Source: an optimization exercise on an open RTL-to-GDS flow (aim: small area, a short achievable clock period and few clock cycles per item). Production flows keep margins and buffers that such runs may drop. Where RTL was checked, it was by simulation tests only, not by an equivalence proof against the original. No functional check of the RTL was part of run 1. Power and IR drop assume default switching activity.

==> design.v <==
`default_nettype none
package trit_dma_pkg;
    typedef logic [128-1:0] mword_t;
    typedef logic [28-1:0] maddr_t;
    typedef logic [32-1:0] sword_t;
    typedef logic [3-1:0] saddr_t;
    typedef logic [1:0] trit_t;
    typedef logic [2*27-1:0] trit_row_t;
    typedef logic [63:0] tick_t;
    typedef enum logic [1:0] {
        IDLE,
        LOAD,
        STORE,
        DONE
    } seq_state_t;
endpackage
`default_nettype wire
`timescale 1ns/1ps
`default_nettype none
module read_master (
    input  wire [28-4:0] i_base,
    input  wire                   i_carry,
    output logic [28-4:0] o_addr
);
    assign o_addr = i_base + (28-3)'(i_carry);
endmodule
`default_nettype wire
`timescale 1ns/1ps
`default_nettype none
module trit_dma_top (
    input  wire                       i_clk,
    input  wire                       i_arst,
    output logic                      o_finish_int,
    input  wire                       i_slave_write,
    input  wire                       i_slave_read,
    input  trit_dma_pkg::saddr_t      i_slave_address,
    input  trit_dma_pkg::sword_t      i_slave_writedata,
    input  wire [32/8-1:0]   i_slave_byteenable,
    output trit_dma_pkg::sword_t      o_slave_readdata,
    output logic                      o_slave_waitrequest,
    output logic                      o_slave_readdatavalid,
    output trit_dma_pkg::maddr_t      o_master_address,
    output logic                      o_master_read,
    output logic                      o_master_write,
    output trit_dma_pkg::mword_t      o_master_writedata,
    output logic [16-1:0]      o_master_byteenable,
    input  wire                       i_master_waitrequest,
    input  trit_dma_pkg::mword_t      i_master_readdata,
    input  wire                       i_master_readdatavalid
);
    localparam int DEPTH = 3;           
    localparam int PTR_W = (DEPTH > 1) ? $clog2(DEPTH) : 1;
    localparam int NB    = 16;
    localparam int LASTW = 6 - 1;
    trit_dma_pkg::sword_t src_reg;
    trit_dma_pkg::sword_t dst_reg;
    trit_dma_pkg::tick_t  tick_cnt;
    logic                 busy;
    logic                 finish;
    logic                 first;      
    logic                 start;
    assign o_slave_waitrequest   = 1'b0;
    assign o_slave_readdatavalid = i_slave_read;
    assign o_finish_int          = finish;
    assign start = i_slave_write && (i_slave_address == 3'd0) &&
                   i_slave_byteenable[0] && i_slave_writedata[1];
    always_ff @(posedge i_clk or posedge i_arst) begin
        if (i_arst) begin
            src_reg <= '0;
            dst_reg <= '0;
        end else if (i_slave_write) begin
            for (int i = 0; i < 32/8; i++) begin
                if (i_slave_byteenable[i]) begin
                    if (i_slave_address == 3'd1) src_reg[8*i +: 8] <= i_slave_writedata[8*i +: 8];
                    if (i_slave_address == 3'd2) dst_reg[8*i +: 8] <= i_slave_writedata[8*i +: 8];
                end
            end
        end
    end
    always_ff @(posedge i_clk or posedge i_arst) begin
        if (i_arst) begin
            tick_cnt <= '0;
        end else if (first) begin
            tick_cnt <= '0;
        end else if (busy) begin
            tick_cnt <= tick_cnt + 1'b1;
        end
    end
    always_comb begin
        case (i_slave_address)
            3'd0:      o_slave_readdata = {30'd0, busy, finish};
            3'd1:     o_slave_readdata = src_reg;
            3'd2:     o_slave_readdata = dst_reg;
            3'd3: o_slave_readdata = tick_cnt[31:0];
            3'd4: o_slave_readdata = tick_cnt[63:32];
            default:         o_slave_readdata = '0;
        endcase
    end
    logic [2:0]       rd_idx;     
    logic [2:0]       wr_idx;     
    logic [1:0]       avail;      
    logic [1:0]       cred;       
    logic             rd_q;
    logic             wr_q;
    logic             rd_acc;
    logic             wr_acc;
    logic             last_wr;
    logic [2:0]       rd_idx_n;
    logic [2:0]       wr_idx_n;
    logic [1:0]       avail_n;
    logic [1:0]       cred_n;
    logic             room_n;
    logic             rd_n;
    logic             wr_n;
    logic             byp;        
    logic             byp_ok;     
    logic             wr_cur;     
    logic             addr_wr;    
    logic [2:0]           addr_lo;    
    logic                 addr_cy;    
    logic [28-4:0] addr_hi_src;
    logic [28-4:0] addr_hi_dst;
    assign o_master_read       = rd_q;
    assign byp                 = byp_ok && i_master_readdatavalid;
    assign wr_cur              = wr_q || byp;
    assign o_master_write      = wr_cur;
    assign rd_acc              = rd_q && !i_master_waitrequest;
    assign wr_acc              = wr_cur && !i_master_waitrequest;
    assign last_wr             = wr_acc && (wr_idx == 3'(LASTW));
    assign o_master_byteenable = {16{1'b1}};
    read_master src_hi_i (.i_base(src_reg[28-1:3]), .i_carry(addr_cy), .o_addr(addr_hi_src));
    read_master dst_hi_i (.i_base(dst_reg[28-1:3]), .i_carry(addr_cy), .o_addr(addr_hi_dst));
    assign o_master_address    = {addr_wr ? addr_hi_dst : addr_hi_src, addr_lo};
    assign rd_idx_n = rd_idx + 3'(rd_acc);
    assign wr_idx_n = wr_idx + 3'(wr_acc);
    assign avail_n  = avail + 2'(i_master_readdatavalid) - 2'(wr_acc);
    assign cred_n   = cred - 2'(rd_acc) + 2'(wr_acc);
    assign room_n   = (rd_idx_n != 3'(LASTW + 1)) && (cred_n != 2'd0);
    assign rd_n     = (rd_q && i_master_waitrequest) ||
                      (!(wr_cur && i_master_waitrequest) && room_n);
    assign wr_n     = (wr_cur && i_master_waitrequest) ||
                      (!(rd_q && i_master_waitrequest) && !room_n && (avail_n != 2'd0));
    always_ff @(posedge i_clk) begin
        addr_wr <= !start && !rd_n;
        if (start) begin
            {addr_cy, addr_lo} <= {1'b0, src_reg[2:0]};
        end else if (!rd_n) begin
            {addr_cy, addr_lo} <= {1'b0, dst_reg[2:0]} + {1'b0, wr_idx_n};
        end else begin
            {addr_cy, addr_lo} <= {1'b0, src_reg[2:0]} + {1'b0, rd_idx_n};
        end
    end
    always_ff @(posedge i_clk or posedge i_arst) begin
        if (i_arst) begin
            busy   <= 1'b0;
            finish <= 1'b0;
            first  <= 1'b0;
            rd_q   <= 1'b0;
            wr_q   <= 1'b0;
            rd_idx <= '0;
            wr_idx <= '0;
            avail  <= '0;
            cred   <= '0;
            byp_ok <= 1'b0;
        end else begin
            first <= start;
            if (start) begin
                busy   <= 1'b1;
                finish <= 1'b0;
                rd_q   <= 1'b1;
                wr_q   <= 1'b0;
                rd_idx <= '0;
                wr_idx <= '0;
                avail  <= '0;
                cred   <= 2'(DEPTH);
                byp_ok <= 1'b0;
            end else begin
                rd_idx <= rd_idx_n;
                wr_idx <= wr_idx_n;
                avail  <= avail_n;
                cred   <= cred_n;
                byp_ok <= busy && !last_wr && !rd_n && !wr_n && (avail_n == 2'd0);
                if (last_wr) begin
                    busy   <= 1'b0;
                    finish <= 1'b1;
                    rd_q   <= 1'b0;
                    wr_q   <= 1'b0;
                end else if (busy) begin
                    rd_q <= rd_n;
                    wr_q <= wr_n;
                end
            end
        end
    end
    logic [2*NB-1:0]  buf_q [DEPTH];
    logic [DEPTH-1:0] rx_sel;     
    logic [DEPTH-1:0] wr_sel;     
    logic             tail_ok;    
    always_ff @(posedge i_clk or posedge i_arst) begin
        if (i_arst) begin
            rx_sel  <= DEPTH'(1);
            wr_sel  <= DEPTH'(1);
            tail_ok <= 1'b1;
        end else if (start) begin
            rx_sel  <= DEPTH'(1);
            wr_sel  <= DEPTH'(1);
            tail_ok <= 1'b1;
        end else begin
            if (i_master_readdatavalid) rx_sel <= {rx_sel[DEPTH-2:0], rx_sel[DEPTH-1]};
            if (wr_acc) begin
                wr_sel  <= {wr_sel[DEPTH-2:0], wr_sel[DEPTH-1]};
                tail_ok <= (wr_idx != 3'(LASTW - 1));
            end
        end
    end
    always_ff @(posedge i_clk) begin
        for (int e = 0; e < DEPTH; e++) begin
            if (i_master_readdatavalid && rx_sel[e]) begin
                for (int j = 0; j < NB; j++) buf_q[e][2*j +: 2] <= i_master_readdata[8*j +: 2];
            end
        end
    end
    always_comb begin
        logic [1:0] t;
        for (int j = 0; j < NB; j++) begin
            t = '0;
            for (int e = 0; e < DEPTH; e++) begin
                if (wr_sel[e] && (j == 0 || e != (LASTW % DEPTH) || tail_ok)) t = t | buf_q[e][2*j +: 2];
            end
            if (byp_ok) t = (j == 0 || tail_ok) ? i_master_readdata[8*j +: 2] : 2'b00;
            o_master_writedata[8*j +: 8] = {{6{t[1]}}, t};
        end
    end
endmodule
`default_nettype wire
==> flow/run.sh <==
#!/bin/bash
set -euo pipefail
cd "$(dirname "$0")/.."
bash standard.sh BUFFER_PORTS_ARGS="-buffer_cell sky130_fd_sc_hd__buf_1" finish > standard_flow.log 2>&1
==> standard.sh <==
#!/bin/bash
# synth_recipe.tcl (not shown) runs the flow's synth.tcl, then flattens the netlist and writes it again
# the make line also repeats each setting of config.mk as NAME=value (left out here)
make -C /OpenROAD-flow-scripts/flow DESIGN_CONFIG=/design/flow/config.mk WORK_HOME=/design/flow/orfs CLKGATE_MAP_FILE= SYNTH_SCRIPT=/design/flow/synth_recipe.tcl "${@:-finish}"
==> config.mk <==
export PLATFORM = sky130hd
export DESIGN_NAME = trit_dma_top
export DESIGN_NICKNAME = trit_dma_top
export VERILOG_FILES = /design/flow/design.v
export SDC_FILE = /design/flow/constraint.sdc
export NUM_CORES = 4
export LEC_CHECK = 0
export CAP_MARGIN = 20
export CORE_MARGIN = 2
export CORE_UTILIZATION = 65
export CTS_CLUSTER_DIAMETER = 100
export CTS_CLUSTER_SIZE = 25
export SETUP_SLACK_MARGIN = 2.0
export SLEW_MARGIN = 20
export SYNTH_HIERARCHICAL = 1
export TNS_END_PERCENT = 0
==> constraint.sdc <==
create_clock -name core_clock -period 5.0 [get_ports {i_clk}]
set_input_delay 1.0000 -clock core_clock [delete_from_list [all_inputs] [get_ports {i_clk}]]
set_output_delay 1.0000 -clock core_clock [all_outputs]
set_load 0.01 [all_outputs]
==> results.json, run 1 <==
{
  "rrSetupSlack_ns": 2.02,
  "min_path_type": "in -> async",
  "slew_violations": 0,
  "synth-warning-count": 8,
  "timing.critical_path.mode_cell": "nor2b_4",
  "routed_wl_um": 34700,
  "path_max_fanout": 8,
  "gp_routability_congestion": 0.894,
  "finalSetupViolCount": 0,
  "netlist_area_mm2": 0.0140,
  "drive_above_1_share": 0.160,
  "cts_buffer_depth": 3,
  "async_reset_ff_frac": 0.599,
  "grt_pass1_wl_um": 53400,
  "grt_max_degree": 94,
  "grt_pass1_vias": 9704,
  "cts_hold_buf": 0,
  "final_cell_area_mm2": 0.0153,
  "path_delay_family": "buffers and inverters",
  "numCtsBuffers": 14,
  "cp-start-kind": "input port",
  "synth.distinct_cells": 59,
  "synth_area_leaders": "dfrtp_1 27%, edfxtp_1 21%, mux2_2 7.3%",
  "vias": 10500,
  "h-tree-depth": 1,
  "crit_arrival_ns": 2.34,
  "cpMaxStageDelayCell": "a221o_1",
  "core_area_mm2": 0.0210,
  "ys_ff_latch": 252,
  "largestRegisters": "buf_q: 96 flops, tick_cnt: 64 flops",
  "nFillCells": 1553,
  "p_leak_nw": 6.06,
  "fin_setup_tns_ns": 0,
  "drc_errors": 0,
  "slew-limit-headroom": 0.447,
  "power.switching_mw": 2.80,
  "status": "complete, no violations",
  "routedWlPerCell_um": 20.5,
  "crit_path_start": "i_slave_address[0]",
  "grt_usage": 0.303,
  "cts.sinks": 252,
  "post-dp-hpwl_um": 23900,
  "required_ns": 4.00,
  "io_pins": 382,
  "path_clk_slew_ns": 0.10,
  "die_w_um": 151,
  "vdd_drop_max_v": 0.000309,
  "r2r-start": "busy",
  "worstMarginPinSlew_ns": 0.827,
  "drt_iter0_drc": 747,
  "fin_crit_sh": 0.668,
  "synthCells": 1251,
  "antenna_left": 0,
  "pwr-share-comb": 0.412,
  "drt_pass1_iterations": 5,
  "synthToLayoutAreaGrowth_pct": 9.63,
  "diodes": 0,
  "vias_per_cell": 6.20,
  "die_area_mm2": 0.0227,
  "gr-total-overflow": 0,
  "power_frac_seq": 0.411,
  "finalHoldViolCount": 0,
  "largest_reg_flops": 96,
  "clockPowerShare": 0.176,
  "synth_top_area_cell": "dfrtp_1",
  "max_cap_violations": 0,
  "timing.rr.end": "tick_cnt[51]",
  "synth_edf_count": 96,
  "clk_latency_ns": 0.49,
  "nNetsFinal": 1603,
  "ys_seq_area_frac": 0.485,
  "fin_crit_ns": 3.34,
  "place_area_mm2": 0.0144,
  "crit_chain": "buf_8 > nor2b_4 > nor2b_4 > buf_6 > buf_16 > a22o_1 > a221o_1 > buf_2",
  "die_h_um": 151,
  "antenna_found_initial": 0,
  "internal_power_mw": 4.20,
  "tritoncts": "done",
  "clockRootBuffer": "clkbuf_16",
  "p_sw_frac": 0.400,
  "worst-path-buf-inv": 4,
  "top_register": "buf_q",
  "start_util": 0.664,
  "p_per_area_mw_per_mm2": 457,
  "path_class": "in -> out",
  "synth_ff_type": "dfrtp_1",
  "reg2reg_depth": 5,
  "portBuffers": 266,
  "finClkSkew_ns": 0.0156,
  "clock.fmax_mhz": 299,
  "max_stage_delay_ns": 0.30,
  "rows": 53,
  "critPathCaptureType": "primary output",
  "rsz0062_at_grt": "true",
  "syn_avg_cell_area_um2": 11.2,
  "synth_top_area_frac": 0.265
}
-- worst max-delay path by stage --
| stage | endpoint | slack (ns) | cells past startpoint |
|---|---|---|---|
| 2_1_floorplan | addr_cy | 1.67 | 12 |
| 3_3_place_gp | addr_cy | 1.20 | 13 |
| 3_5_place_dp | addr_cy | 1.17 | 13 |
| 4_1_cts | o_slave_readdata[6] | 1.68 | 8 |
| 5_1_grt | o_master_address[23] | 1.55 | 9 |
| 6_report | o_slave_readdata[7] | 1.66 | 8 |
-- Yosys stat by module (local to each module, per instance) --
module,cells,flip-flops and latches,times used
read_master,64,0,2
trit_dma_top,1123,252,1
-- placed cells by master (no fill, tap or decap), types with 23 or more instances in the layout --
cell type / netlist / layout
a22oi_1: 34 / 34
mux2_2: 91 / 91
xor2_1: 45 / 45
xnor2_1: 39 / 39
dfrtp_1: 148 / 145
nor2_1: 71 / 70
buf_1: 5 / 240
buf_4: 115 / 28
a22o_1: 61 / 61
nand2_1: 75 / 75
nand4_1: 33 / 33
nand3_1: 40 / 37
o21ai_0: 52 / 43
and3_1: 24 / 23
a221o_1: 30 / 30
edfxtp_1: 96 / 96
a21oi_1: 36 / 35
-- kinds of logic (layout without fill, tap and decap cells) --
logic type / Yosys count / count (layout) / synth area share
AO/OA/AOI/OAI: 243 / 243 / 0.127
XOR/XNOR: 85 / 85 / 0.0543
adder cells (fa/ha/maj): 21 / 21 / 0.0199
buffers and inverters: 195 / 346 / 0.0836
flip-flops: 252 / 252 / 0.485
multiplexers: 101 / 101 / 0.0807
other: 2 / 17 / 0.000538
AND/OR/NAND/NOR: 352 / 352 / 0.149
-- final cells by class --
cell class / count / area [um2] / area share
multi-input combinational: 819 / 6210 / 0.406
tap: 275 / 344 / 0.0225
clock buffer: 22 / 402 / 0.0262
clock inverter: 2 / 25.0 / 0.00163
inverter: 19 / 75.1 / 0.00490
sequential: 252 / 6770 / 0.442
timing repair buffer: 303 / 1480 / 0.0968
-- power groups by stage --
stage                     combinational [mW]  sequential (mW)  clock (mW)
after floorplan                         2.70             2.73           0
after global routing                    3.24             2.92        1.34
after CTS                               2.91             2.87        1.27
after global placement                  2.79             2.89           0
final                                   2.89             2.88        1.23
after detailed placement                2.83             2.90           0
-- synthesized netlist by cell type, types with 11 or more instances --
| master | instances |
|---|---|
| a21oi_1 | 36 |
| a221o_1 | 30 |
| a22o_1 | 61 |
| a22oi_1 | 34 |
| and2_1 | 17 |
| and3_1 | 24 |
| buf_4 | 115 |
| clkbuf_1 | 53 |
| dfrtp_1 | 148 |
| edfxtp_1 | 96 |
| ha_1 | 19 |
| inv_1 | 19 |
| mux2_2 | 91 |
| nand2_1 | 75 |
| nand3_1 | 40 |
| nand4_1 | 33 |
| nor2_1 | 71 |
| nor2b_1 | 11 |
| o21ai_0 | 52 |
| o31ai_1 | 12 |
| or3_1 | 17 |
| or4_1 | 15 |
| xnor2_1 | 39 |
| xor2_1 | 45 |
-- metrics by stage --
stage	std cells	total power, mW	util	hold WS, ns	worst slack, ns
global placement	1650	5.68	0.687	0.490	1.20
CTS	1692	7.04	0.728	0.469	1.68
finish	1692	7.00	0.728	0.464	1.66
global route	1692	7.50	0.728	0.497	1.55
detailed placement	1650	5.73	0.687	0.497	1.17
floorplan	1266	5.43	-	0.474	1.67
-- routing by layer --
layer  vias to the layer above  wire (um)  global-route usage  part of all wire
met4                         0       1250              0.0967             0.036
met2                       425      17100               0.508              0.49
li1                       4813          -                   -                 -
met3                        72       2440              0.0509             0.070
met5                         -          0                   0                 0
met1                      5182      13900               0.406              0.40
-- what timing repair did --
action,4_1_cts,5_1_grt
endpoints found under the setup margin,184,194
buffers inserted,13,0
resized for setup,79,3
pin swaps,21,0
gates cloned,5,0
==> run 2: changes to the inputs <==
--- a/design.v
+++ b/design.v
@@ -48,7 +48,7 @@
     input  trit_dma_pkg::mword_t      i_master_readdata,
     input  wire                       i_master_readdatavalid
 );
-    localparam int DEPTH = 3;           
+    localparam int DEPTH = 2;           
     localparam int PTR_W = (DEPTH > 1) ? $clog2(DEPTH) : 1;
     localparam int NB    = 16;
     localparam int LASTW = 6 - 1;
==> run 2 against run 1 <==
Global-route usage fell by 2.1 points; largest power group is now registers; final area fell by 11%; die area fell by 8.9%; cell count fell by 5.3%; highest routed layer is now met5; routed wire length fell by 15%; critical endpoint is now o_master_address[23]; still clean on timing, DRC and antenna; first-iteration DRC count fell by 22%; clock power fell by 14%; clock skew fell by 0.0038 ns; largest cell class is now multi-input combinational cells.
==> results.json, run 2 <==
{
  "synth-warning-count": 8,
  "holdPathStages": 1,
  "holdPathEnd": "dst_reg[31]",
  "pwr-share-comb": 0.395,
  "cts_hold_buf": 0,
  "syn_avg_cell_area_um2": 10.8,
  "gp_routability_congestion": 0.886,
  "vias_per_cell": 5.89,
  "critPathCaptureType": "primary output",
  "cp-start-kind": "flop",
  "start_util": 0.656,
  "slew-limit-headroom": 0.315,
  "internal_power_mw": 3.62,
  "fin_setup_tns_ns": 0,
  "synth_area_leaders": "dfrtp_1 29%, edfxtp_1 15%, mux2_2 8.0%",
  "path_clk_slew_ns": 0.10,
  "path_class": "reg -> out",
  "die_area_mm2": 0.0207,
  "globalRouteMet1Util": 0.383,
  "final_cell_mix": "263 x buf_1, 143 x dfrtp_1, 90 x mux2_2, 82 x nor2_1, 79 x nand2_1",
  "rsz0062_at_grt": "true",
  "synth_top_area_frac": 0.288,
  "power_frac_seq": 0.425,
  "drt_pass1_iterations": 7,
  "reg2reg_depth": 11,
  "cts_buffer_depth": 3,
  "p_per_area_mw_per_mm2": 429,
  "fin_crit_ns": 3.34,
  "placed_cells": 1572,
  "synthToLayoutAreaGrowth_pct": 7.92,
  "synth_top_area_cell": "dfrtp_1",
  "slew_violations": 0,
  "cts.sinks": 218,
  "die_w_um": 144,
  "numCtsBuffers": 12,
  "synthAdderAreaFrac": 0.0219,
  "synth_top_family_by_area": "simple AND/OR/NAND/NOR gates",
  "finalSetupViolCount": 0,
  "r2r-start": "byp_ok",
  "clockRootBuffer": "clkbuf_16",
  "netlist_area_mm2": 0.0127,
  "nNetsFinal": 1525,
  "fin_crit_sh": 0.668,
  "place_ws_ns": 1.08,
  "status": "complete, no violations",
  "required_ns": 4.00,
  "use_met3": 0.0380,
  "min_path_type": "reg -> reg",
  "vias": 9435,
  "power.switching_mw": 2.26,
  "rows": 51,
  "synthCells": 1176,
  "grt_pass1_wl_um": 46300,
  "gr-total-overflow": 0,
  "crit_chain": "ha_4 > ha_4 > nand3_2 > nor4_4 > buf_4 > nand4_1 > xnor2_1 > mux2_2 > buf_1",
  "drc_errors": 0,
  "io_pins": 382,
  "synth_mux_area_frac": 0.0889,
  "yosys.area_share.simple": 0.171,
  "p_sw_frac": 0.385,
  "timing.final.ws_setup_ns": 1.66,
  "die_h_um": 144,
  "finalNonFillerCells": 1602,
  "synthTopCellsByCount": "146 x dfrtp_1, 114 x buf_4, 90 x mux2_2",
  "place_area_mm2": 0.0131,
  "synth_xor_area_frac": 0.0622,
  "max_cap_violations": 0,
  "core_area_mm2": 0.0193,
  "grt_busiest_layer": "met2",
  "portBuffers": 266,
  "synth_compound_area_frac": 0.112,
  "grt_usage": 0.283,
  "ys_ff_latch": 218,
  "largestRegisters": "buf_q: 64 flops, tick_cnt: 64 flops",
  "clock.fmax_mhz": 299,
  "drive_above_1_share": 0.144,
  "cpMaxStageDelayCell": "dfrtp_1",
  "synth.distinct_cells": 64,
  "grt_max_degree": 150,
  "p_leak_nw": 5.53,
  "worstMarginPinSlew_ns": 1.02,
  "max_stage_delay_ns": 0.40,
  "async_reset_ff_frac": 0.683,
  "drt_iter0_drc": 582,
  "synth_most_common_cell": "dfrtp_1",
  "gr-usage-met2": 0.485,
  "timing.rr.end": "addr_cy",
  "rrSetupSlack_ns": 1.99,
  "vdd_drop_max_v": 0.000435,
  "antenna_found_initial": 2,
  "final_cell_area_mm2": 0.0137,
  "synth_edf_count": 64,
  "path_max_fanout": 5,
  "post-dp-hpwl_um": 21000,
  "mostFrequentLayoutCell": "buf_1",
  "finalHoldViolCount": 0,
  "finClkSkew_ns": 0.0118,
  "routed_wl_um": 29300,
  "timing.critical_path.mode_cell": "ha_4",
  "clk_latency_ns": 0.49,
  "crit_arrival_ns": 2.34,
  "antenna_left": 0,
  "ys_seq_area_frac": 0.454,
  "worstHoldStart": "dst_reg[31]",
  "h-tree-depth": 1,
  "grt_pass1_vias": 8752,
  "routedWlPerCell_um": 18.3,
  "clockPowerShare": 0.181,
  "tritoncts": "done",
  "synth_ff_type": "dfrtp_1"
}
[run 2: cell count changes after synthesis, sizes merged, moves of 4 or more]
cell	previous run	this run
a21oi	36	31
a221o	30	0
a22oi	34	62
and2	17	13
clkbuf	53	38
edfxtp	96	64
nand2	75	82
nor2	71	86
nor4	8	18
o21ai	52	23
o31ai	12	8
or4	15	8
xor2	45	49
[run 2: cell type report]
| cell class | instances | area, um2 |
|---|---|---|
| inverter | 18 | 71.3 |
| sequential | 218 | 5760 |
| multi-input combinational | 792 | 5960 |
| clock inverter | 1 | 8.76 |
| timing repair buffer | 289 | 1210 |
| antenna | 1 | 2.50 |
| tap | 265 | 332 |
| fill | 1508 | 5640 |
| clock buffer | 18 | 344 |
[run 2: how the worst max path moves through the flow]
stage | endpoint | from | cells after the start
after global placement | o_slave_readdata[9] | i_slave_address[2] | 7
after global routing | o_master_address[23] | src_reg[3] | 9
after CTS | o_master_address[22] | src_reg[3] | 8
final | o_master_address[23] | src_reg[3] | 9
after detailed placement | addr_cy | i_master_readdatavalid | 12
after floorplan | addr_cy | i_master_readdatavalid | 11
[run 2: per-stage QoR]
step           hold slack (ns)  power, mW  utilization
3_3_place_gp             0.487       4.74        0.679
2_1_floorplan            0.474       4.52            -
4_1_cts                  0.518       5.91        0.708
6_report                 0.517       5.88        0.708
5_1_grt                  0.536       6.31        0.708
3_5_place_dp             0.496       4.80        0.679
[run 2: Yosys stat by module (local to each module, per instance)]
module        flops+latches  cells  copies in the design
trit_dma_top            218   1048                     1
read_master               0     64                     2
[run 2: power by group through the flow]
stage | registers (mW) | clock network (mW) | logic [mW]
final | 2.50 | 1.06 | 2.32
after floorplan | 2.40 | 0 | 2.13
after CTS | 2.49 | 1.09 | 2.33
after detailed placement | 2.51 | 0 | 2.28
after global placement | 2.51 | 0 | 2.24
after global routing | 2.54 | 1.15 | 2.61
[run 2: kinds of logic after synthesis]
family	Yosys count
xor gates and xnor gates	87
adders and majority gates	21
DFF	218
buffers and inverters	181
other	2
AOI/OAI and AO/OA	194
muxes	101
and+or+nand+nor	372
[run 2: what timing repair did]
item                                   4_1_cts  5_1_grt
buffers inserted                             9        1
setup endpoints to repair                  187      176
gates resized for setup                     30        1
endpoints found under the hold margin        0        0
pin swaps                                    7        0
cloned                                       0        0
[run 2: per-layer routing]
metal | wire, um | vias up | share of wire
met3 | 1690 | 51 | 0.058
met5 | 19 | - | 0.00065
met4 | 561 | 2 | 0.019
met1 | 12500 | 4599 | 0.42
li1 | - | 4473 | -
met2 | 14600 | 310 | 0.50
[run 2: worst max-delay path, delay by kind of cell (launching register included)]
| family | cells | cell delay [ns] |
|---|---|---|
| mux | 1 | 0.26 |
| flops | 1 | 0.40 |
| simple gates | 3 | 0.39 |
| buf+inv | 2 | 0.33 |
| xor+xnor | 1 | 0.15 |
| fa+ha+maj | 2 | 0.33 |
Testbench counts of run 2, summed over its fixed seeds: cycles 5,659, transfers 320.
==> run 3: changes to the inputs <==
--- a/config.mk
+++ b/config.mk
@@ -8,7 +8,7 @@
 export CAP_MARGIN = 20
 export CORE_MARGIN = 2
 export CORE_UTILIZATION = 65
-export CTS_CLUSTER_DIAMETER = 100
+export CTS_CLUSTER_DIAMETER = 200
 export CTS_CLUSTER_SIZE = 25
 export SETUP_SLACK_MARGIN = 2.0
 export SLEW_MARGIN = 20
==> run 3 against run 2 <==
Still clean on timing, DRC and antenna; non-clock buffer count unchanged; via count unchanged; first-iteration DRC count stayed put; clock power about the same; count of clock-buffer cells in the layout stayed put; critical endpoint unchanged; largest cell class unchanged.
==> results.json, run 3 <==
{
  "status": "complete, no violations",
  "synth_top_area_cell": "dfrtp_1",
  "drive_above_1_share": 0.144,
  "synth.distinct_cells": 64,
  "fin_crit_sh": 0.668,
  "reg2reg_depth": 11,
  "syn_avg_cell_area_um2": 10.8,
  "final_cell_mix": "263 x buf_1, 143 x dfrtp_1, 90 x mux2_2, 82 x nor2_1, 79 x nand2_1",
  "antenna_left": 0,
  "finClkSkew_ns": 0.0118,
  "gr-total-overflow": 0,
  "synth_xor_area_frac": 0.0622,
  "p_per_area_mw_per_mm2": 429,
  "synth_compound_area_frac": 0.112,
  "gp_routability_congestion": 0.886,
  "required_ns": 4.00,
  "holdWs_ns": 0.517,
  "p_leak_nw": 5.53,
  "die_w_um": 144,
  "synth_mux_area_frac": 0.0889,
  "r2r-start": "byp_ok",
  "cpMaxStageDelayCell": "dfrtp_1",
  "synth_top_family_by_area": "simple AND/OR/NAND/NOR gates",
  "critPathCaptureType": "primary output",
  "timing.rr.end": "addr_cy",
  "min_path_type": "reg -> reg",
  "worstMarginPinSlew_ns": 1.02,
  "vias": 9435,
  "worstHoldStart": "dst_reg[31]",
  "core_area_mm2": 0.0193,
  "io_pins": 382,
  "post-dp-hpwl_um": 21000,
  "numCtsBuffers": 12,
  "netlist_area_mm2": 0.0127,
  "holdPathEnd": "dst_reg[31]",
  "drc_errors": 0,
  "vdd_drop_max_v": 0.000435,
  "finalHoldViolCount": 0,
  "grt_pass1_wl_um": 46300,
  "tritoncts": "done",
  "clock.fmax_mhz": 299,
  "synth_area_leaders": "dfrtp_1 29%, edfxtp_1 15%, mux2_2 8.0%",
  "routedWlPerCell_um": 18.3,
  "vias_per_cell": 5.89,
  "clockRootBuffer": "clkbuf_16",
  "fin_setup_tns_ns": 0,
  "h-tree-depth": 1,
  "drt_iter0_drc": 582,
  "cts_buffer_depth": 3,
  "finalSetupViolCount": 0,
  "die_h_um": 144,
  "yosys.area_share.simple": 0.171,
  "crit_arrival_ns": 2.34,
  "final_util": 0.708,
  "ys_seq_area_frac": 0.454,
  "rows": 51,
  "path_clk_slew_ns": 0.10,
  "async_reset_ff_frac": 0.683,
  "drt_pass1_iterations": 7,
  "synthTopCellsByCount": "146 x dfrtp_1, 114 x buf_4, 90 x mux2_2",
  "max_cap_violations": 0,
  "largestRegisters": "buf_q: 64 flops, tick_cnt: 64 flops",
  "start_util": 0.656,
  "timing.critical_path.mode_cell": "ha_4",
  "clk_latency_ns": 0.49,
  "synthCells": 1176,
  "cp-start-kind": "flop",
  "synth_edf_count": 64,
  "portBuffers": 266,
  "crit_chain": "ha_4 > ha_4 > nand3_2 > nor4_4 > buf_4 > nand4_1 > xnor2_1 > mux2_2 > buf_1",
  "rrSetupSlack_ns": 1.99,
  "power_mw": 5.88,
  "holdPathStages": 1,
  "synthAdderAreaFrac": 0.0219,
  "cts.sinks": 218,
  "path_class": "reg -> out",
  "grt_usage": 0.283,
  "mostFrequentLayoutCell": "buf_1",
  "synth_most_common_cell": "dfrtp_1",
  "ys_ff_latch": 218,
  "grt_pass1_vias": 8752,
  "path_max_fanout": 5,
  "fin_crit_ns": 3.34,
  "nNetsFinal": 1525,
  "antenna_found_initial": 2,
  "synth_ff_type": "dfrtp_1",
  "max_stage_delay_ns": 0.40,
  "die_area_mm2": 0.0207,
  "rsz0062_at_grt": "true",
  "synthToLayoutAreaGrowth_pct": 7.92,
  "cts_hold_buf": 0,
  "grt_max_degree": 150,
  "synth-warning-count": 8,
  "slew_violations": 0,
  "routed_wl_um": 29300,
  "synth_top_area_frac": 0.288,
  "slew-limit-headroom": 0.315
}
## run 3: logic make-up (layout without fill, tap and decap cells)
family	after synthesis	after routing
fa+ha+maj	21	21
xor+xnor	87	87
compound gates	194	194
other cells	2	18
buf+inv	181	326
mux	101	101
flops	218	218
simple gates	372	372
## run 3: final cells by class
type	instances	area (um2)
multi-input combinational	792	5960
sequential	218	5760
fill	1508	5640
timing repair buffer	289	1210
clock buffer	18	344
tap	265	332
inverter	18	71.3
clock inverter	1	8.76
antenna	1	2.50
## run 3: critical path: cells and delay by family, from the launching register on
family / cells / cell delay [ns]
fa+ha+maj: 2 / 0.33
flops: 1 / 0.40
xor+xnor: 1 / 0.15
simple gates: 3 / 0.39
mux: 1 / 0.26
buf+inv: 2 / 0.33
## run 3: what timing repair did
item / CTS / global route
setup buffers: 9 / 1
endpoints found under the setup margin: 187 / 176
cloned: 0 / 0
resized for setup: 30 / 1
hold endpoints to repair: 0 / 0
pin swaps: 7 / 0
## run 3: where the power goes
part	switching (mW)	leakage [nW]	internal (mW)
clock	0.576	0.171	0.486
sequential	0.369	2.54	2.13
combinational	1.32	2.82	1.00
## run 3: per-module statistics from Yosys, one instance, submodules excluded
module,cells inside,area [um2],flops+latches
read_master,64,510,0
trit_dma_top,1048,11700,218
## run 3: stage by stage
step                area, um2  instances  setup slack [ns]
global placement        13100       1572              1.14
CTS                     13700       1600              1.69
global route            13700       1602              1.54
finish                  13700       1602              1.66
detailed placement      13100       1572              1.08
floorplan               12700       1191              1.72
## run 3: worst max-delay path by stage
stage	from	endpoint	slack, ns	cells past startpoint
floorplan	i_master_readdatavalid	addr_cy	1.72	11
global placement	i_slave_address[2]	o_slave_readdata[9]	1.14	7
detailed placement	i_master_readdatavalid	addr_cy	1.08	12
CTS	src_reg[3]	o_master_address[22]	1.69	8
global route	src_reg[3]	o_master_address[23]	1.54	9
finish	src_reg[3]	o_master_address[23]	1.66	9
## run 3: per-layer routing
layer,part of all wire,routed length [um],global-route usage
met1,0.42,12500,0.383
met2,0.50,14600,0.485
met4,0.019,561,0.0712
met5,0.00065,19,0
met3,0.058,1690,0.0380
==> run 4: changes to the inputs <==
--- a/config.mk
+++ b/config.mk
@@ -8,8 +8,9 @@
 export CAP_MARGIN = 20
 export CORE_MARGIN = 2
 export CORE_UTILIZATION = 65
-export CTS_CLUSTER_DIAMETER = 200
-export CTS_CLUSTER_SIZE = 25
+export CTS_BUF_LIST = sky130_fd_sc_hd__clkbuf_16
+export CTS_CLUSTER_DIAMETER = 100
+export CTS_CLUSTER_SIZE = 20
 export SETUP_SLACK_MARGIN = 2.0
 export SLEW_MARGIN = 20
 export SYNTH_HIERARCHICAL = 1
==> run 4 against run 3 <==
Fmax rose by 0.27%; synthesized area did not move; synthesized cell count did not move; sequential share of layout area fell by 0.15 points; still clean on timing, DRC and antenna; via count rose by 0.48%; largest cell class unchanged; utilization rose by 0.30 points; worst setup slack improved by 0.0089 ns; combinational power barely moved; final area rose by 0.43%.
==> results.json, run 4 <==
{
  "path_max_fanout": 5,
  "synth_area_leaders": "dfrtp_1 29%, edfxtp_1 15%, mux2_2 8.0%",
  "synthTopCellsByCount": "146 x dfrtp_1, 114 x buf_4, 90 x mux2_2",
  "syn_avg_cell_area_um2": 10.8,
  "p_per_area_mw_per_mm2": 432,
  "drc_errors": 0,
  "diodes": 0,
  "slew_violations": 0,
  "die_area_mm2": 0.0207,
  "cts_hold_buf": 0,
  "start_util": 0.656,
  "max_cap_violations": 0,
  "synth_top_area_frac": 0.288,
  "synthCells": 1176,
  "netlist_area_mm2": 0.0127,
  "path_clk_slew_ns": 0.09,
  "mostFrequentLayoutCell": "buf_1",
  "rows": 51,
  "synth_edf_count": 64,
  "place_area_mm2": 0.0131,
  "post-dp-hpwl_um": 21000,
  "fin_crit_sh": 0.666,
  "grt_pass1_wl_um": 46500,
  "worstMarginPinSlew_ns": 1.06,
  "tritoncts": "done",
  "antenna_left": 0,
  "clock.fmax_mhz": 300,
  "cts_buffer_depth": 3,
  "cp-start-kind": "flop",
  "critPathCaptureType": "primary output",
  "drt_pass1_iterations": 5,
  "fin_setup_tns_ns": 0,
  "ys_seq_area_frac": 0.454,
  "grt_usage": 0.284,
  "status": "complete, no violations",
  "clk_latency_ns": 0.48,
  "drt_iter0_drc": 674,
  "core_area_mm2": 0.0193,
  "finalHoldViolCount": 0,
  "rsz0062_at_grt": "true",
  "gr-total-overflow": 0,
  "die_w_um": 144,
  "crit_arrival_ns": 2.33,
  "synth_most_common_cell": "dfrtp_1",
  "synth.distinct_cells": 64,
  "die_h_um": 144,
  "grt_pass1_vias": 8844,
  "synthToLayoutAreaGrowth_pct": 8.38,
  "gp_routability_congestion": 0.886,
  "h-tree-depth": 1,
  "vias": 9480,
  "vias_per_cell": 5.91,
  "path_class": "reg -> out",
  "nNetsFinal": 1528,
  "synth_top_area_cell": "dfrtp_1",
  "routed_wl_um": 29500,
  "antenna_found_initial": 0,
  "largestRegisters": "buf_q: 64 flops, tick_cnt: 64 flops",
  "async_reset_ff_frac": 0.683,
  "grt_max_degree": 150,
  "portBuffers": 266,
  "final_cell_mix": "262 x buf_1, 140 x dfrtp_1, 90 x mux2_2, 81 x nor2_1, 79 x nand2_1",
  "required_ns": 4.00,
  "cts.sinks": 218,
  "drive_above_1_share": 0.148,
  "vdd_drop_max_v": 0.000310,
  "routedWlPerCell_um": 18.4,
  "slew-limit-headroom": 0.285,
  "final_cell_area_mm2": 0.0138,
  "p_leak_nw": 5.59,
  "numCtsBuffers": 14,
  "io_pins": 382,
  "min_path_type": "reg -> reg",
  "synth-warning-count": 8,
  "ys_ff_latch": 218,
  "synth_ff_type": "dfrtp_1",
  "fin_crit_ns": 3.33,
  "finalSetupViolCount": 0,
  "finClkSkew_ns": 0.0110,
  "clockRootBuffer": "clkbuf_16"
}
run 4: cell counts after synthesis:
No cell type changed its count.
run 4: cells by family (layout without fill, tap and decap cells):
logic type	Yosys count	after routing	synth area share
DFF	218	218	0.454
adders and majority gates	21	21	0.0219
other	2	17	0.000592
buffers and inverters	181	330	0.0897
AOI/OAI and AO/OA	194	194	0.112
muxes	101	101	0.0889
and+or+nand+nor	372	372	0.171
xor gates and xnor gates	87	87	0.0622
run 4: layout make-up:
cell class	count	area, um2
multi-input combinational	792	5970
sequential	218	5770
fill	1504	5580
timing repair buffer	290	1210
clock buffer	15	375
tap	265	332
inverter	18	71.3
clock inverter	7	26.3
run 4: worst paths after layout:
kind                                         to   startpoint  cells after the start  slack (ns)
setup / recovery           o_master_address[23]   src_reg[3]                      9        1.67
hold / removal                      dst_reg[31]  dst_reg[31]                      1        0.51
setup reg to reg                        addr_cy       byp_ok                     11        2.07
hold reg to reg                     dst_reg[31]  dst_reg[31]                      1        0.51
max in group asynchronous                byp_ok       i_arst                      3        3.56
min in group asynchronous            dst_reg[3]       i_arst                      3        0.64
run 4: Yosys stat by module (local to each module, per instance):
module        flops+latches  copies in the design
trit_dma_top            218                     1
read_master               0                     2
run 4: timing repair:
item / 4_1_cts / 5_1_grt
setup buffers: 10 / 1
gates resized for setup: 31 / 3
endpoints found under the setup margin: 187 / 176
pin swaps: 9 / 1
run 4: where the power goes:
part	internal, mW	switching [mW]
Sequential	2.13	0.369
Combinational	1.00	1.32
Clock	0.542	0.584
Total	3.67	2.27
run 4: stage by stage:
stage          hold WS, ns  power (mW)  std cells  setup WS [ns]   util
6_report             0.513        5.94       1605           1.67  0.711
5_1_grt              0.531        6.38       1605           1.57  0.711
4_1_cts              0.514        5.98       1604           1.69  0.711
3_5_place_dp         0.496        4.80       1572           1.08  0.679
3_3_place_gp         0.487        4.74       1572           1.14  0.679
2_1_floorplan        0.474        4.52       1191           1.72      -
run 4: critical path: stages (launching register included):
cell and delay (ns):
dfrtp_1 0.39, ha_4 0.18, ha_4 0.16, nand3_4 0.09, nor4_4 0.16, buf_4 0.20
nand4_1 0.13, xnor2_1 0.15, mux2_2 0.26, buf_2 0.14
run 4: per-layer routing:
layer,part of all wire,global-route usage
met1,0.43,0.383
met2,0.50,0.489
met3,0.054,0.0350
met4,0.019,0.0764
met5,0,0
==> run 5: changes to the inputs <==
--- a/design.v
+++ b/design.v
@@ -128,9 +128,9 @@
     assign wr_acc              = wr_cur && !i_master_waitrequest;
     assign last_wr             = wr_acc && (wr_idx == 3'(LASTW));
     assign o_master_byteenable = {16{1'b1}};
-    read_master src_hi_i (.i_base(src_reg[28-1:3]), .i_carry(addr_cy), .o_addr(addr_hi_src));
-    read_master dst_hi_i (.i_base(dst_reg[28-1:3]), .i_carry(addr_cy), .o_addr(addr_hi_dst));
-    assign o_master_address    = {addr_wr ? addr_hi_dst : addr_hi_src, addr_lo};
+    assign addr_hi_src         = addr_wr ? dst_reg[28-1:3] : src_reg[28-1:3];
+    read_master hi_i (.i_base(addr_hi_src), .i_carry(addr_cy), .o_addr(addr_hi_dst));
+    assign o_master_address    = {addr_hi_dst, addr_lo};
     assign rd_idx_n = rd_idx + 3'(rd_acc);
     assign wr_idx_n = wr_idx + 3'(wr_acc);
     assign avail_n  = avail + 2'(i_master_readdatavalid) - 2'(wr_acc);
--- a/config.mk
+++ b/config.mk
@@ -8,10 +8,9 @@
 export CAP_MARGIN = 20
 export CORE_MARGIN = 2
 export CORE_UTILIZATION = 65
-export CTS_BUF_LIST = sky130_fd_sc_hd__clkbuf_16
 export CTS_CLUSTER_DIAMETER = 100
-export CTS_CLUSTER_SIZE = 20
-export SETUP_SLACK_MARGIN = 2.0
+export CTS_CLUSTER_SIZE = 25
+export SETUP_SLACK_MARGIN = 2.3
 export SLEW_MARGIN = 20
 export SYNTH_HIERARCHICAL = 1
 export TNS_END_PERCENT = 0
==> run 5 against run 4 <==
Clock skew is 0.021 ns higher; non-clock buffer count is 9 higher; clock power is 5% lower; via count is 3.8% lower; sequential cell count stayed put; hold slack better by 0.0037 ns; first-iteration DRC count is 19% higher; final area is 3.8% lower; cell count is 6.5% lower; sequential power is 4% lower; critical path depth stayed put; power is 7.1% higher; critical endpoint is now o_master_address[17]; highest routed layer unchanged.
==> results.json, run 5 <==
{
  "nFillCells": 1370,
  "vdd_drop_max_v": 0.000368,
  "synthToLayoutAreaGrowth_pct": 9.83,
  "die_area_mm2": 0.0196,
  "io_pins": 382,
  "multi_input_area_mm2": 0.00538,
  "synth_area_leaders": "dfrtp_1 30%, edfxtp_1 16%, mux2_2 8.8%",
  "cpMaxStageDelayCell": "dfxtp_4",
  "h-tree-depth": 1,
  "grt_pass1_vias": 8800,
  "synth_top_area_cell": "dfrtp_1",
  "finalHoldViolCount": 0,
  "final_cell_area_mm2": 0.0132,
  "slew_violations": 0,
  "routed_wl_um": 28900,
  "final_cell_mix": "255 x buf_1, 145 x dfrtp_1, 80 x mux2_2, 72 x nand2_1",
  "largestRegisters": "buf_q: 64 flops, tick_cnt: 64 flops",
  "timing.final.ws_setup_ns": 1.60,
  "synth.distinct_cells": 60,
  "min_path_type": "reg -> reg",
  "antenna_left": 0,
  "die_w_um": 140,
  "timing.rr.end": "tick_cnt[48]",
  "grt_max_degree": 84,
  "drt_iter0_drc": 799,
  "seqCellArea_mm2": 0.00576,
  "clk_latency_ns": 0.49,
  "gr-total-overflow": 0,
  "rsz0062_at_grt": "true",
  "portBuffers": 266,
  "drive_above_1_share": 0.151,
  "cts_buffer_depth": 3,
  "holdPathEnd": "src_reg[29]",
  "max_cap_violations": 0,
  "finalSetupViolCount": 0,
  "vias": 9120,
  "grt_usage": 0.292,
  "p_per_area_mw_per_mm2": 481,
  "worst-path-buf-inv": 2,
  "routedWlPerCell_um": 19.3,
  "synth_top_area_frac": 0.303,
  "synthCells": 1107,
  "slew-limit-headroom": 0.313,
  "ys_seq_area_frac": 0.478,
  "worstHoldStart": "src_reg[29]",
  "drc_errors": 0,
  "tritoncts": "done",
  "p_leak_nw": 5.39,
  "synth_most_common_cell": "dfrtp_1",
  "path_class": "reg -> out",
  "antenna_found_initial": 0,
  "crit_chain": "buf_12 > mux2_4 > ha_4 > ha_4 > and3_4 > nand3_2 > nor2_1 > xor2_1 > buf_2",
  "place_ws_ns": 1.11,
  "start_util": 0.666,
  "synth_edf_count": 64,
  "fin_setup_tns_ns": 0,
  "reg2reg_depth": 6,
  "grt_pass1_wl_um": 46300,
  "netlist_area_mm2": 0.0120,
  "nNetsFinal": 1457,
  "status": "complete, no violations",
  "cts_hold_buf": 0,
  "place_area_mm2": 0.0125,
  "path_delay_family": "flip-flops",
  "fin_crit_sh": 0.680,
  "finClkSkew_ns": 0.0322,
  "rrSetupSlack_ns": 1.79,
  "critPathCaptureType": "primary output",
  "core_area_mm2": 0.0181,
  "gp_routability_congestion": 0.812,
  "worstMarginPinSlew_ns": 1.02,
  "syn_avg_cell_area_um2": 10.9,
  "max_stage_delay_ns": 0.41,
  "required_ns": 4.00,
  "path_max_fanout": 4,
  "die_h_um": 140,
  "post-dp-hpwl_um": 19800,
  "synth-warning-count": 8,
  "drt_pass1_iterations": 30,
  "diodes": 0,
  "numCtsBuffers": 12,
  "rows": 49,
  "fin_crit_ns": 3.40,
  "holdPathStages": 1,
  "timing.critical_path.mode_cell": "ha_4",
  "vias_per_cell": 6.08,
  "ys_ff_latch": 218,
  "cp-start-kind": "flop",
  "crit_arrival_ns": 2.40,
  "mostFrequentLayoutCell": "buf_1",
  "r2r-start": "tick_cnt[0]",
  "clockRootBuffer": "clkbuf_16",
  "synthTopCellsByCount": "146 x dfrtp_1, 115 x buf_4, 94 x mux2_2",
  "path_clk_slew_ns": 0.10,
  "synth_ff_type": "dfrtp_1",
  "clock.fmax_mhz": 294,
  "async_reset_ff_frac": 0.683,
  "cts.sinks": 218
}
run 5: changes by cell type in the layout (fill, tap and decap cells not counted), sizes merged, moves of 8 or more:
cell,delta
nor4,-13
xnor2,-16
or4,+8
nand2,-9
nand3,-13
inv,-8
xor2,-10
nor2,-19
nand4,-13
run 5: cell type report:
class | count | area share
clock buffer | 19 | 0.0263
clock inverter | 1 | 0.000662
inverter | 15 | 0.00454
multi-input combinational | 719 | 0.407
sequential | 218 | 0.435
tap | 229 | 0.0217
timing repair buffer | 299 | 0.104
run 5: repair_timing:
action | in CTS | in global routing
pin swaps | 9 | 0
gates cloned | 2 | 0
setup endpoints to repair | 220 | 217
gates resized for setup | 44 | 6
setup buffers | 13 | 0
run 5: stage by stage:
| stage | power (mW) | utilization | instances | hold WS (ns) |
|---|---|---|---|---|
| 2_1_floorplan | 4.86 | - | 1122 | 0.474 |
| 4_1_cts | 6.39 | 0.729 | 1499 | 0.521 |
| 6_report | 6.36 | 0.731 | 1500 | 0.516 |
| 3_3_place_gp | 5.07 | 0.691 | 1463 | 0.491 |
| 3_5_place_dp | 5.12 | 0.692 | 1464 | 0.499 |
| 5_1_grt | 6.77 | 0.731 | 1500 | 0.533 |
run 5: worst max-delay path by stage:
stage | depth (start not counted) | start | endpoint
3_3_place_gp | 12 | i_master_readdatavalid | addr_lo[0]
5_1_grt | 10 | addr_wr | o_master_address[25]
6_report | 9 | addr_wr | o_master_address[17]
2_1_floorplan | 12 | i_master_readdatavalid | addr_cy
4_1_cts | 9 | addr_wr | o_master_address[26]
3_5_place_dp | 12 | i_master_readdatavalid | addr_cy
run 5: cell families (layout without fill, tap and decap cells):
family,after synthesis,count (layout),share of synthesized area
xor+xnor,60,60,0.0448
buf+inv,185,334,0.0939
other cells,2,17,0.000624
compound gates,205,205,0.124
fa+ha+maj,19,19,0.0210
mux,104,104,0.0962
flops,218,218,0.478
simple gates,314,314,0.142
run 5: Yosys stat by module (local to each module, per instance):
module	flip-flops and latches	cell area, um2	copies in the design	cells
read_master	0	510	1	64
trit_dma_top	218	11500	1	1043
run 5: power breakdown:
| part | total [mW] | switching, mW | internal, mW | leakage, nW |
|---|---|---|---|---|
| Sequential | 2.40 | 0.262 | 2.13 | 2.54 |
| Combinational | 2.89 | 1.67 | 1.22 | 2.68 |
| Clock | 1.07 | 0.583 | 0.490 | 0.172 |
| Total | 6.36 | 2.52 | 3.85 | 5.39 |
run 5: layer usage:
layer,global-route usage,vias up,share of wire
met2,0.497,304,0.50
met1,0.403,4522,0.43
met5,0,-,0
met4,0.0766,0,0.025
met3,0.0335,55,0.045
li1,-,4239,-
Testbench counts of run 5, summed over its fixed seeds: cycles 5,659, transfers 320.
==> run 6: changes to the inputs <==
--- a/config.mk
+++ b/config.mk
@@ -10,7 +10,7 @@
 export CORE_UTILIZATION = 65
 export CTS_CLUSTER_DIAMETER = 100
 export CTS_CLUSTER_SIZE = 25
-export SETUP_SLACK_MARGIN = 2.3
+export SETUP_SLACK_MARGIN = 1.7
 export SLEW_MARGIN = 20
 export SYNTH_HIERARCHICAL = 1
 export TNS_END_PERCENT = 0
==> run 6 against run 5 <==
Synthesized cell count unchanged; sequential share of layout area is 0.99 points higher; synthesized area unchanged; count of clock-buffer cells in the layout unchanged; non-clock buffer count decreased by 11; routed wire length shrank 4.3%; global-route usage shrank 1.5 points; first-iteration DRC count shrank 7.6%; register-to-register slack better by 0.05 ns; utilization decreased by 1.6 points.
==> results.json, run 6 <==
{
  "place_ws_ns": 1.38,
  "core_area_mm2": 0.0181,
  "die_area_mm2": 0.0196,
  "internal_power_mw": 3.72,
  "routedWlPerCell_um": 18.6,
  "status": "complete, no violations",
  "diodes": 0,
  "syn_avg_cell_area_um2": 10.9,
  "slew-limit-headroom": 0.284,
  "worstMarginPinSlew_ns": 1.06,
  "vias_per_cell": 6.04,
  "routed_wl_um": 27600,
  "clockRootBuffer": "clkbuf_16",
  "fin_crit_ns": 3.40,
  "mostFrequentLayoutCell": "buf_1",
  "reg2reg_depth": 5,
  "die_h_um": 140,
  "finalSetupViolCount": 0,
  "cts.sinks": 218,
  "drive_above_1_share": 0.134,
  "ys_ff_latch": 218,
  "cpMaxStageDelayCell": "dfxtp_4",
  "grt_pass1_vias": 8584,
  "synth-warning-count": 8,
  "top_layer_used": "met4",
  "synth_most_common_cell": "dfrtp_1",
  "met2_length_um": 13800,
  "grt_usage": 0.277,
  "r2r-start": "first",
  "post-dp-hpwl_um": 19200,
  "clockPowerShare": 0.172,
  "required_ns": 4.00,
  "seqCellArea_mm2": 0.00576,
  "pwr-share-comb": 0.439,
  "timing.rr.end": "tick_cnt[48]",
  "max_stage_delay_ns": 0.38,
  "nFillCells": 1394,
  "synthCells": 1107,
  "antenna_found_initial": 0,
  "path_max_fanout": 18,
  "drt_pass1_iterations": 30,
  "multi_input_area_mm2": 0.00526,
  "rrSetupSlack_ns": 1.84,
  "clock.fmax_mhz": 294,
  "final_util": 0.715,
  "antenna_left": 0,
  "synth.distinct_cells": 60,
  "synth_edf_count": 64,
  "numCtsBuffers": 12,
  "h-tree-depth": 1,
  "holdPathEnd": "src_reg[31]",
  "cts_buffer_depth": 3,
  "largestRegisters": "buf_q: 64 flops, tick_cnt: 64 flops",
  "gp_routability_congestion": 0.843,
  "clk_latency_ns": 0.47,
  "crit_arrival_ns": 2.40,
  "holdPathStages": 1,
  "nNetsFinal": 1446,
  "m1WireLength_um": 11600,
  "rows": 49,
  "vdd_drop_max_v": 0.000297,
  "synth_top_area_cell": "dfrtp_1",
  "crit_chain": "buf_8 > mux2_2 > nand4_4 > nor4_4 > buf_4 > nand4_1 > xnor2_1 > buf_2",
  "drc_errors": 0,
  "met3WireLength_um": 1590,
  "rsz0062_at_grt": "true",
  "netlist_area_mm2": 0.0120,
  "power.switching_mw": 2.42,
  "synthTopCellsByCount": "146 x dfrtp_1, 115 x buf_4, 94 x mux2_2",
  "p_per_area_mw_per_mm2": 475,
  "max_cap_violations": 0,
  "fin_setup_tns_ns": 0,
  "worstHoldStart": "src_reg[31]",
  "path_delay_family": "buffers and inverters",
  "vias": 8987,
  "slew_violations": 0,
  "async_reset_ff_frac": 0.683,
  "power_frac_seq": 0.389,
  "start_util": 0.666,
  "min_path_type": "reg -> reg",
  "path_clk_slew_ns": 0.10,
  "io_pins": 382,
  "p_leak_nw": 5.26,
  "drt_iter0_drc": 738,
  "worst-path-buf-inv": 3,
  "final_cell_mix": "259 x buf_1, 145 x dfrtp_1, 93 x mux2_2, 73 x nand2_1, 65 x nor2_1",
  "cp-start-kind": "flop",
  "fin_crit_sh": 0.680,
  "critPathCaptureType": "primary output",
  "die_w_um": 140,
  "path_class": "reg -> out",
  "p_sw_frac": 0.394,
  "grt_max_degree": 150,
  "cts_hold_buf": 0,
  "portBuffers": 266,
  "timing.final.ws_setup_ns": 1.60,
  "finClkSkew_ns": 0.0175,
  "synth_area_leaders": "dfrtp_1 30%, edfxtp_1 16%, mux2_2 8.8%",
  "synth_ff_type": "dfrtp_1",
  "synth_top_area_frac": 0.303,
  "grt_pass1_wl_um": 44300,
  "gr-total-overflow": 0,
  "finalHoldViolCount": 0,
  "ys_seq_area_frac": 0.478,
  "tritoncts": "done",
  "synthToLayoutAreaGrowth_pct": 7.38
}
[run 6: changes by cell type in the layout (fill, tap and decap cells not counted), moves of 3 or more]
cell and change:
buf_2 -7, mux2_4 -13, ha_4 -4, buf_1 +4, mux2_2 +13, buf_4 -6
clkbuf_2 +3, nor2b_2 -3
[run 6: area by class of cell]
cell class | instances | area share
Multi-Input combinational cell | 719 | 0.407
Inverter | 15 | 0.00464
Clock buffer | 19 | 0.0269
Timing Repair Buffer | 288 | 0.0934
Sequential cell | 218 | 0.445
Clock inverter | 1 | 0.000677
Tap cell | 229 | 0.0222
[run 6: per-module statistics from Yosys, one instance, submodules excluded]
module,flops+latches,area [um2],cells inside
trit_dma_top,218,11500,1043
read_master,0,510,64
[run 6: per-layer routing]
metal  global-route usage  vias to the layer above
met1                0.380                     4388
met3               0.0325                       41
met5                    0                        -
met2                0.477                      344
li1                     -                     4214
met4               0.0665                        0
[run 6: logic make-up after synthesis]
| group | Yosys count | share of synthesized area |
|---|---|---|
| and+or+nand+nor | 314 | 0.142 |
| DFF | 218 | 0.478 |
| AOI/OAI and AO/OA | 205 | 0.124 |
| buffers and inverters | 185 | 0.0939 |
| muxes | 104 | 0.0962 |
| xor gates and xnor gates | 60 | 0.0448 |
| adders and majority gates | 19 | 0.0210 |
| other | 2 | 0.000624 |
[run 6: per-stage QoR]
step / cells / cell area (um2) / power (mW) / hold WS [ns]
floorplan: 1122 / 12100 / 4.84 / 0.474
global placement: 1463 / 12500 / 5.05 / 0.490
detailed placement: 1463 / 12500 / 5.09 / 0.497
CTS: 1487 / 12900 / 6.17 / 0.521
global route: 1489 / 12900 / 6.54 / 0.540
finish: 1489 / 12900 / 6.14 / 0.519
[run 6: worst max-delay path by stage]
stage | from | cells after the start | slack, ns | endpoint
2_1_floorplan | i_slave_address[1] | 6 | 1.69 | o_slave_readdata[10]
3_3_place_gp | i_master_readdatavalid | 12 | 1.39 | addr_cy
3_5_place_dp | i_slave_address[1] | 7 | 1.38 | o_slave_readdata[24]
4_1_cts | i_slave_address[2] | 7 | 1.53 | o_slave_readdata[4]
5_1_grt | addr_wr | 9 | 1.50 | o_master_address[23]
6_report | addr_wr | 8 | 1.60 | o_master_address[23]
[run 6: power by group through the flow]
| stage | sequential (mW) | clock [mW] | combinational (mW) |
|---|---|---|---|
| 3_3_place_gp | 2.41 | 0 | 2.64 |
| 6_report | 2.39 | 1.06 | 2.70 |
| 4_1_cts | 2.38 | 1.08 | 2.70 |
| 3_5_place_dp | 2.42 | 0 | 2.66 |
| 2_1_floorplan | 2.31 | 0 | 2.54 |
| 5_1_grt | 2.43 | 1.15 | 2.96 |
[run 6: repair_timing]
item	CTS	global route
pin swaps	2	0
resized for setup	10	13
buffers inserted	4	2
setup endpoints to repair	172	98
==> run 7: changes to the inputs <==
--- a/config.mk
+++ b/config.mk
@@ -10,7 +10,7 @@
 export CORE_UTILIZATION = 65
 export CTS_CLUSTER_DIAMETER = 100
 export CTS_CLUSTER_SIZE = 25
-export SETUP_SLACK_MARGIN = 1.7
+export SETUP_SLACK_MARGIN = 2.0
 export SLEW_MARGIN = 20
 export SYNTH_HIERARCHICAL = 1
 export TNS_END_PERCENT = 0
==> run 7 against run 6 <==
Still clean; die area is the same; global-route usage grew 0.40 points; power grew 2.1%; sequential share of layout area shrank 0.76 points; synthesized area is the same; critical endpoint unchanged; largest power group unchanged.
==> results.json, run 7 <==
{
  "synth_edf_count": 64,
  "cts_buffer_depth": 3,
  "path_delay_family": "buffers and inverters",
  "path_clk_slew_ns": 0.10,
  "ys_seq_area_frac": 0.478,
  "fin_setup_tns_ns": 0,
  "cp-start-kind": "flop",
  "mostFrequentLayoutCell": "buf_1",
  "place_area_mm2": 0.0125,
  "core_area_mm2": 0.0181,
  "place_ws_ns": 1.38,
  "async_reset_ff_frac": 0.683,
  "status": "complete, no violations",
  "slew_violations": 0,
  "die_area_mm2": 0.0196,
  "ys_ff_latch": 218,
  "placed_cells": 1463,
  "worst-path-buf-inv": 3,
  "finalHoldViolCount": 0,
  "fin_crit_sh": 0.654,
  "grt_max_degree": 150,
  "synth_top_area_frac": 0.303,
  "syn_avg_cell_area_um2": 10.9,
  "gr-total-overflow": 0,
  "synth_top_area_cell": "dfrtp_1",
  "clk_latency_ns": 0.47,
  "crit_arrival_ns": 2.27,
  "final_util": 0.727,
  "drt_iter0_drc": 723,
  "vias": 9064,
  "path_max_fanout": 10,
  "finClkSkew_ns": 0.0197,
  "netlist_area_mm2": 0.0120,
  "vias_per_cell": 6.04,
  "gp_routability_congestion": 0.843,
  "cts.sinks": 218,
  "grt_pass1_wl_um": 44900,
  "grt_pass1_vias": 8731,
  "largestRegisters": "buf_q: 64 flops, tick_cnt: 64 flops",
  "synth.distinct_cells": 60,
  "diodes": 0,
  "worstMarginPinSlew_ns": 1.08,
  "critPathCaptureType": "primary output",
  "max_stage_delay_ns": 0.41,
  "start_util": 0.666,
  "tritoncts": "done",
  "synthToLayoutAreaGrowth_pct": 9.25,
  "power_mw": 6.27,
  "clock.fmax_mhz": 306,
  "p_per_area_mw_per_mm2": 477,
  "drive_above_1_share": 0.147,
  "min_path_type": "reg -> reg",
  "die_w_um": 140,
  "die_h_um": 140,
  "required_ns": 4.00,
  "rows": 49,
  "final_cell_area_mm2": 0.0132,
  "synthCells": 1107,
  "holdWs_ns": 0.518,
  "drc_errors": 0,
  "grt_usage": 0.281,
  "fin_crit_ns": 3.27,
  "max_cap_violations": 0,
  "finalSetupViolCount": 0,
  "h-tree-depth": 1,
  "path_class": "reg -> out",
  "final_cell_mix": "255 x buf_1, 145 x dfrtp_1, 79 x mux2_2, 73 x nand2_1, 64 x edfxtp_1",
  "numCtsBuffers": 12,
  "cpMaxStageDelayCell": "dfxtp_4",
  "routed_wl_um": 28000,
  "routedWlPerCell_um": 18.6,
  "synth_area_leaders": "dfrtp_1 30%, edfxtp_1 16%, mux2_2 8.8%",
  "antenna_left": 0,
  "io_pins": 382,
  "timing.final.ws_setup_ns": 1.73,
  "portBuffers": 266,
  "synth_ff_type": "dfrtp_1",
  "rsz0062_at_grt": "true",
  "vdd_drop_max_v": 0.000311,
  "synthTopCellsByCount": "146 x dfrtp_1, 115 x buf_4, 94 x mux2_2",
  "p_leak_nw": 5.38,
  "synth-warning-count": 8,
  "cts_hold_buf": 0,
  "synth_most_common_cell": "dfrtp_1",
  "post-dp-hpwl_um": 19200,
  "antenna_found_initial": 0,
  "crit_chain": "buf_12 > buf_4 > mux2_2 > and3_1 > nand4_1 > xnor2_1 > buf_2",
  "nNetsFinal": 1457,
  "slew-limit-headroom": 0.274,
  "finalNonFillerCells": 1500,
  "clockRootBuffer": "clkbuf_16",
  "drt_pass1_iterations": 30
}
## run 7: cell types whose count changed in the layout (fill, tap and decap cells not counted), sizes merged
| cell | previous run | this run |
|---|---|---|
| buf | 283 | 297 |
| clkbuf | 24 | 21 |
## run 7: metal layers
| layer | GRT usage | part of all wire | vias to the layer above |
|---|---|---|---|
| met4 | 0.0750 | 0.025 | 0 |
| met5 | 0 | 0 | - |
| met2 | 0.484 | 0.50 | 343 |
| li1 | - | - | 4236 |
| met3 | 0.0287 | 0.051 | 47 |
| met1 | 0.386 | 0.42 | 4438 |
## run 7: final timing paths
| check | start | to | slack [ns] | cells after the start |
|---|---|---|---|---|
| min in group asynchronous | i_arst | src_reg[14] | 0.75 | 3 |
| worst min register to register | src_reg[31] | src_reg[31] | 0.52 | 1 |
| worst min-delay path | src_reg[31] | src_reg[31] | 0.52 | 1 |
| worst max-delay path | addr_wr | o_master_address[23] | 1.73 | 7 |
| max in group asynchronous | i_arst | first | 3.63 | 3 |
| worst max register to register | busy | tick_cnt[48] | 1.83 | 5 |
## run 7: timing repair
item,CTS,global route
buffers inserted,13,4
hold endpoints to repair,0,0
setup endpoints to repair,191,197
pin swaps,4,8
gates resized for setup,46,13
cloned,0,0
## run 7: final cells by class
cell class,instances,area [um2]
clock buffers,19,348
clock inverters,1,8.76
fillers,1347,4930
inverters,15,60.1
multi-input cells,719,5360
flip-flops and latches,218,5760
well taps,229,287
repair buffers,299,1330
## run 7: kinds of logic after synthesis
logic type | Yosys count | share of synthesized area
AND/OR/NAND/NOR | 314 | 0.142
multiplexers | 104 | 0.0962
flip-flops | 218 | 0.478
XOR/XNOR | 60 | 0.0448
AO/OA/AOI/OAI | 205 | 0.124
adder cells (fa/ha/maj) | 19 | 0.0210
buffers and inverters | 185 | 0.0939
other | 2 | 0.000624
## run 7: modules after synthesis (local to each module, per instance)
module,copies in the design,cells inside
read_master,1,64
trit_dma_top,1,1043
## run 7: report_power, final
group / total [mW] / leakage, nW / switching, mW / internal [mW]
Sequential: 2.40 / 2.54 / 0.263 / 2.13
Clock: 1.05 / 0.172 / 0.565 / 0.489
Combinational: 2.82 / 2.66 / 1.63 / 1.19

-- afterwards: timing with drivers on the ports --
How much do the figures lean on ideal ports? The routed layouts below were timed once more, with nothing changed but the port constraints.
Step 1 assumes that a clkbuf_16 drives the clock port and a buf_2 every other input.
Step 2 times the ports against the registers' clock, not the clock port: input delays grow and output delays shrink by t, the midpoint of the rising clock arrivals with the driver on.
a / b / c = ideal ports / drivers / drivers and shift; a / b = the first two.
| run | t (ns) | slack for setup (ns) | worst setup path at the end |
|---|---|---|---|
| run 1 | 0.526 | 1.661 / 1.615 / 1.265 | input to register |
| run 2 | 0.526 | 1.660 / 1.611 / 1.390 | input to register |
| run 3 | 0.526 | 1.660 / 1.611 / 1.390 | input to register |
| run 4 | 0.524 | 1.669 / 1.620 / 1.446 | input to register |
| run 5 | 0.522 | 1.599 / 1.553 / 1.334 | input to register |
| run 6 | 0.510 | 1.602 / 1.556 / 1.355 | input to register |
| run 7 | 0.509 | 1.730 / 1.684 / 1.366 | input to register |
After both steps setup and hold are still met in every run listed. The setup slack of run 1, which loses most, moves by -0.046 ns with the drivers and by -0.396 ns with both steps.
